This is an optimization exercise on Yosys and OpenROAD, whose aim is small area, a short achievable clock period and few clock cycles per item, not a production implementation. In this exercise RTL edits were held to simulation tests only and were not proved equivalent to the original. No activity file was given, so power comes from the tool's default toggle rates.

==> garnet: inputs <==
// linear_chirp_period_generator
module linear_chirp_period_generator #(
  parameter int TIMER_CLOCK_HZ = 168000000,
  parameter int STEP_US        = 10
) (
  input  logic                          clk,
  input  logic                          rst_n,
  input  logic                          cfg_we,
  input  lcpg_pkg::cfg_idx_t            cfg_index,
  input  logic [lcpg_pkg::FREQ_W-1:0]   cfg_data,
  input  logic                          in_valid,
  output logic                          in_stall,
  input  logic                          in_restart,
  output logic                          out_valid,
  input  logic                          out_stall,
  output logic [lcpg_pkg::RELOAD_W-1:0] out_reload_value,
  output logic [lcpg_pkg::RELOAD_W-2:0] out_compare_value,
  output logic [lcpg_pkg::IDX_W-1:0]    out_step_number,
  output logic                          out_last_step
);
export LEC_CHECK = 0
export CAP_MARGIN = 20
export CORE_MARGIN = 2
export CORE_UTILIZATION = 60
export SETUP_SLACK_MARGIN = 4.0
export SLEW_MARGIN = 20
create_clock -name core_clock -period 7.0 [get_ports {clk}]
run.sh (not shown) runs the stock make flow with config.mk's settings and CLKGATE_MAP_FILE= SYNTH_SCRIPT=/design/flow/synth_recipe.tcl, a recipe that flattens the netlist after the stock synthesis.
==> xenon: changes against garnet <==
--- a/flow/design.v
+++ b/flow/design.v
@@ -158,20 +158,17 @@
   logic [4:0]        su_cnt_r;
   logic [IDX_W-1:0]  i_r;            
   logic [FREQ_W-1:0] x_r;            
   logic [F3_W-1:0]   x3_r;           
   logic [G_W+1:0]    d3_r;           
   logic [FREQ_W-1:0] lo_r;           
   logic [FREQ_W-1:0] hi_r;           
   logic [FREQ_W-1:0] f_r;            
-  logic [F3_W-1:0]   f3_r;           
-  logic [F3_W-1:0]   lo3_r;          
   logic [IDX_W-1:0]  delta_r;        
-  logic [IDX_W+1:0]  delta3_r;       
   logic [G_W-1:0]    g_r;            
   logic              z_r;            
   logic              w_r;            
   logic [1:0]        pq_cnt_r;
   logic              pq0_r, pq1_r;   
   logic              o_v_r, k_v_r;
   logic [NQ-1:0]     o_q_r, k_q_r;
   logic              o_l_r, k_l_r;
@@ -209,42 +206,42 @@
       duration_r   <= DUR_W'(DURATION_RST);
     end else begin
       if (cfg_we && (cfg_index == CFG_START_FREQ)) start_freq_r <= cfg_data;
       if (cfg_we && (cfg_index == CFG_STOP_FREQ))  stop_freq_r  <= cfg_data;
       duration_r <= (cfg_we && (cfg_index == CFG_DURATION)) ? cfg_data[DUR_W-1:0] : dur_c;
     end
   end
   always_ff @(posedge clk) begin
-    lo_r  <= lo_c;
-    lo3_r <= F3_W'(lo_r) * F3_W'(3);
-    hi_r  <= hi_c;
+    lo_r <= lo_c;
+    hi_r <= hi_c;
     i_r  <= cur_i;
     x_r  <= FREQ_W'(i_r) * FREQ_W'(STEP_US);
     x3_r <= F3_W'(x_r) * F3_W'(3);
     d3_r <= (G_W+2)'(duration_r) * (G_W+2)'(3);
   end
   assign step_inc = step_r + IDX_W'(1);
   assign cur_i    = z_r ? '0 : step_inc;
   logic [G_W+2:0]    sd_t;
   logic [G_W+2:0]    sd_d1, sd_d2, sd_d3;
-  logic              sd_ge1, sd_ge2, sd_ge3;
+  logic              sd_ge1, sd_ge2, sd_ge3, sd_ge3_raw;
   logic [G_W-1:0]    sd_rn;
   logic [1:0]        sd_q;
   logic [FREQ_W-1:0] hz_add, hz_acc;
   logic [G_W+1:0]    g_fin;
   assign sd_t = {1'b0, g_r, delta_r[SQ-1:SQ-2]};
   lcpg_div #(.W(G_W + 3)) u_sd1 (.a(sd_t), .b((G_W+3)'(duration_r)),       .d(sd_d1), .ge(sd_ge1));
   lcpg_div #(.W(G_W + 3)) u_sd2 (.a(sd_t), .b((G_W+3)'({duration_r, 1'b0})), .d(sd_d2), .ge(sd_ge2));
-  logic              sd_ge3_raw;
   lcpg_div #(.W(G_W + 3)) u_sd3 (.a(sd_t), .b((G_W+3)'(d3_r)),             .d(sd_d3), .ge(sd_ge3_raw));
   assign sd_ge3 = sd_ge3_raw && (su_cnt_r != 5'(C_DIV0));
   always_comb begin
-    sd_rn = sd_ge3 ? sd_d3[G_W-1:0] : sd_ge2 ? sd_d2[G_W-1:0] :
-            sd_ge1 ? sd_d1[G_W-1:0] : sd_t[G_W-1:0];
+    sd_rn = ({G_W{!sd_ge1}}          & sd_t[G_W-1:0])  |
+            ({G_W{sd_ge1 & !sd_ge2}} & sd_d1[G_W-1:0]) |
+            ({G_W{sd_ge2 & !sd_ge3}} & sd_d2[G_W-1:0]) |
+            ({G_W{sd_ge3}}           & sd_d3[G_W-1:0]);
     sd_q  = {sd_ge2, sd_ge3 | (sd_ge1 & ~sd_ge2)};
     case (delta_r[1:0])
       2'd1:    hz_add = x_r;
       2'd2:    hz_add = {x_r[FREQ_W-2:0], 1'b0};
       2'd3:    hz_add = FREQ_W'(x3_r);
       default: hz_add = '0;
     endcase
     hz_acc = {f_r[FREQ_W-3:0], 2'b00} + hz_add;
@@ -259,28 +256,22 @@
       su_cnt_r  <= (cfg_index == CFG_DURATION) ? 5'(C_LOAD) : 5'd0;
     end else if (su_busy_r) begin
       su_cnt_r <= su_cnt_r + 5'd1;
       if (su_cnt_r == 5'(C_FIN)) su_busy_r <= 1'b0;
     end
   end
   logic              zero_b, last_b;
   logic [FREQ_W-1:0] f_b;
-  logic [F3_W-1:0]   f3_b;
-  logic [FREQ_W-1:0] f_nx;
-  logic [F3_W-1:0]   f3_nx;
-  logic [G_W-1:0]    g_nx;
+  logic [G_W-1:0]    g_b;
   always_comb begin
     zero_b = pq0_r || z_r || w_r;
     f_b    = zero_b ? lo_r : f_r;
-    f3_b   = zero_b ? lo3_r : f3_r;
-    last_b = !zero_b && (g_r < G_W'(2 * STEP_US));
-    f_nx   = zero_b ? (lo_r + FREQ_W'(delta_r)) : (f_r + FREQ_W'(delta_r));
-    f3_nx  = zero_b ? (lo3_r + F3_W'(delta3_r)) : (f3_r + F3_W'(delta3_r));
-    g_nx   = zero_b ? (duration_r - G_W'(STEP_US)) : (g_r - G_W'(STEP_US));
+    g_b    = zero_b ? duration_r : g_r;
+    last_b = (g_b < G_W'(2 * STEP_US));
   end
   always_ff @(posedge clk) begin
     if (!rst_n) begin
       z_r <= 1'b1;
       w_r <= 1'b0;
     end else if (su_busy_r) begin
       if (su_cnt_r == 5'(C_FIN)) begin
         w_r <= g_fin[G_W+1] || (g_fin < (G_W+2)'(STEP_US));
@@ -295,29 +286,26 @@
       if (su_cnt_r == 5'(C_LOAD)) begin
         g_r     <= G_W'(diff_c >> SQ);
         delta_r <= IDX_W'(diff_c[SQ-1:0]);
         f_r     <= '0;
       end else if (su_cnt_r == 5'(C_HRN)) begin
         f_r     <= hz_acc;
         delta_r <= IDX_W'(delta_r[SQ-1:0]) * IDX_W'(STEP_US);
       end else if (su_cnt_r == 5'(C_FIN)) begin
-        f_r      <= lo_r + f_r;
-        f3_r     <= lo3_r + F3_W'(f_r) + F3_W'({f_r, 1'b0});
-        delta3_r <= (IDX_W+2)'(delta_r) + (IDX_W+2)'({delta_r, 1'b0});
-        g_r      <= g_fin[G_W-1:0];
+        f_r     <= lo_r + f_r;
+        g_r     <= g_fin[G_W-1:0];
       end else if (su_cnt_r != 5'd0) begin
         g_r     <= sd_rn;
         delta_r <= {delta_r[IDX_W-3:0], sd_q};
         f_r     <= (su_cnt_r == 5'(C_DIV0)) ? '0 : hz_acc;
       end
     end else if (consume) begin
-      f_r  <= f_nx;
-      f3_r <= f3_nx;
-      g_r  <= g_nx;
+      f_r <= f_b + FREQ_W'(delta_r);
+      g_r <= g_b - G_W'(STEP_US);
     end
   end
   assign in_stall  = pq_cnt_r[1];
   assign in_accept = in_valid && !pq_cnt_r[1];
   assign consume   = (pq_cnt_r != 2'd0) && !su_busy_r && !recirc && !ring_r;
   always_ff @(posedge clk) begin
     if (!rst_n) begin
       pq_cnt_r <= 2'd0;
@@ -341,17 +329,17 @@
   logic [NQ-1:0]     dv_q  [0:ND];
   logic              dv_v  [0:ND];
   logic              dv_z  [0:ND];
   logic              dv_l  [0:ND];
   logic              dv_h  [0:ND];
   assign dv_r[0]  = FREQ_W'(TIMER_CLOCK_HZ >> NQ);
   assign dv_q[0]  = '0;
   assign dv_f[0]  = recirc ? dv_f[ND] : f_b;
-  assign dv_f3[0] = recirc ? dv_f3[ND] : f3_b;
+  assign dv_f3[0] = '1;              
   assign dv_v[0]  = recirc || consume;
   assign dv_z[0]  = recirc ? dv_z[ND] : zero_b;
   assign dv_l[0]  = recirc ? dv_l[ND] : last_b;
   assign dv_h[0]  = recirc && (!ring_r || dv_h[ND]);
   genvar k;
   generate
     for (k = 0; k < ND; k++) begin : g_stage
       localparam int BI = NQ - 1 - 2 * k;
@@ -366,17 +354,20 @@
       lcpg_div #(.W(F3_W)) u_s2 (.a(t), .b(F3_W'({dv_f[k], 1'b0})), .d(d2), .ge(ge2));
       if (k == 0) begin : g_d3
         assign d3  = '0;
         assign ge3 = 1'b0;
       end else begin : g_d3
         lcpg_div #(.W(F3_W)) u_s3 (.a(t), .b(dv_f3[k]), .d(d3), .ge(ge3));
       end
       always_comb begin
-        rn = FREQ_W'(RW'(ge3 ? d3 : ge2 ? d2 : ge1 ? d1 : t));
+        rn = FREQ_W'(RW'(({F3_W{!ge1}}        & t)  |
+                         ({F3_W{ge1 & !ge2}}  & d1) |
+                         ({F3_W{ge2 & !ge3}}  & d2) |
+                         ({F3_W{ge3}}         & d3)));
         qn = {dv_q[k][NQ-3:0], ge2, ge3 | (ge1 & ~ge2)};
       end
       if (k < ND - 1) begin : g_reg
         logic [FREQ_W-1:0] r_q;
         logic [FREQ_W-1:0] f_q;
         logic [F3_W-1:0]   f3_q;
         logic [NQ-1:0]     q_q;
         logic              v_q, z_q, l_q, h_q;
@@ -385,17 +376,17 @@
             v_q <= 1'b0;
           end else begin
             v_q <= dv_v[k];
           end
         end
         always_ff @(posedge clk) begin
           r_q  <= rn;
           f_q  <= dv_f[k];
-          f3_q <= dv_f3[k];
+          f3_q <= (k == 0) ? (F3_W'(dv_f[k]) + F3_W'({dv_f[k], 1'b0})) : dv_f3[k];
           q_q  <= qn;
           z_q  <= dv_z[k];
           l_q  <= dv_l[k];
           h_q  <= dv_h[k];
         end
         assign dv_r[k+1]  = r_q;
         assign dv_f[k+1]  = f_q;
         assign dv_f3[k+1] = f3_q;
CORE_UTILIZATION = 55   (was 60)
PLACE_DENSITY = 0.8   (was unset)
SETUP_SLACK_MARGIN = 3.6   (was 4.0)
==> out/metrics.csv <==
stage,metric,value,unit
critical_path,crit_cells,16,
layout,drive_above_1_share,0.146,
timing,setup_ws,3.02,ns
outcome,status,timing/DRC/antenna clean,
power,p_switching,11.6,mW
clocking,clock_latency,0.67,ns
critical_path,worstPathMaxFanout,3,
critical_path,crit_required,7.59,ns
drt,route.met3.wl,12.0,mm
-- figures above: xenon

==> out/metrics.csv <==
stage,metric,value,unit
outcome,status,timing/DRC/antenna clean,
layout,drive_above_1_share,0.240,
power,p_switching,15.0,mW
critical_path,crit_cells,15,
critical_path,crit_required,7.43,ns
-- figures above: garnet

Testbench counts of garnet, summed over its fixed seeds: cycles 4,032, items 2,688.
Testbench counts of xenon, summed over its fixed seeds: cycles 4,032, items 2,688.

separate check: timing with driven ports:
No port has a modelled driver above. Below, the same layouts with a new extraction and two added sets of constraints. Step 1, drivers: a clkbuf_16 drives clk and a buf_2 each remaining input, both assumed. Step 2 adds t to the input delays and takes it off the output delays; t is the mean of the earliest and latest rising clock arrival at the registers after step 1. Input paths then give back, and output paths get back, about the clock's delay inside the block. Slacks: ideal ports / drivers / drivers and shift; pairs: ideal ports / drivers.
run | shift t [ns] | setup WS [ns] | slew at the worst register clock pin (ns)
garnet | 0.762 | 3.051 / 3.051 / 3.051 | 0.07 / 0.07
xenon | 0.718 | 3.017 / 3.017 / 3.017 | 0.07 / 0.07
After both steps every run listed still meets setup and hold.
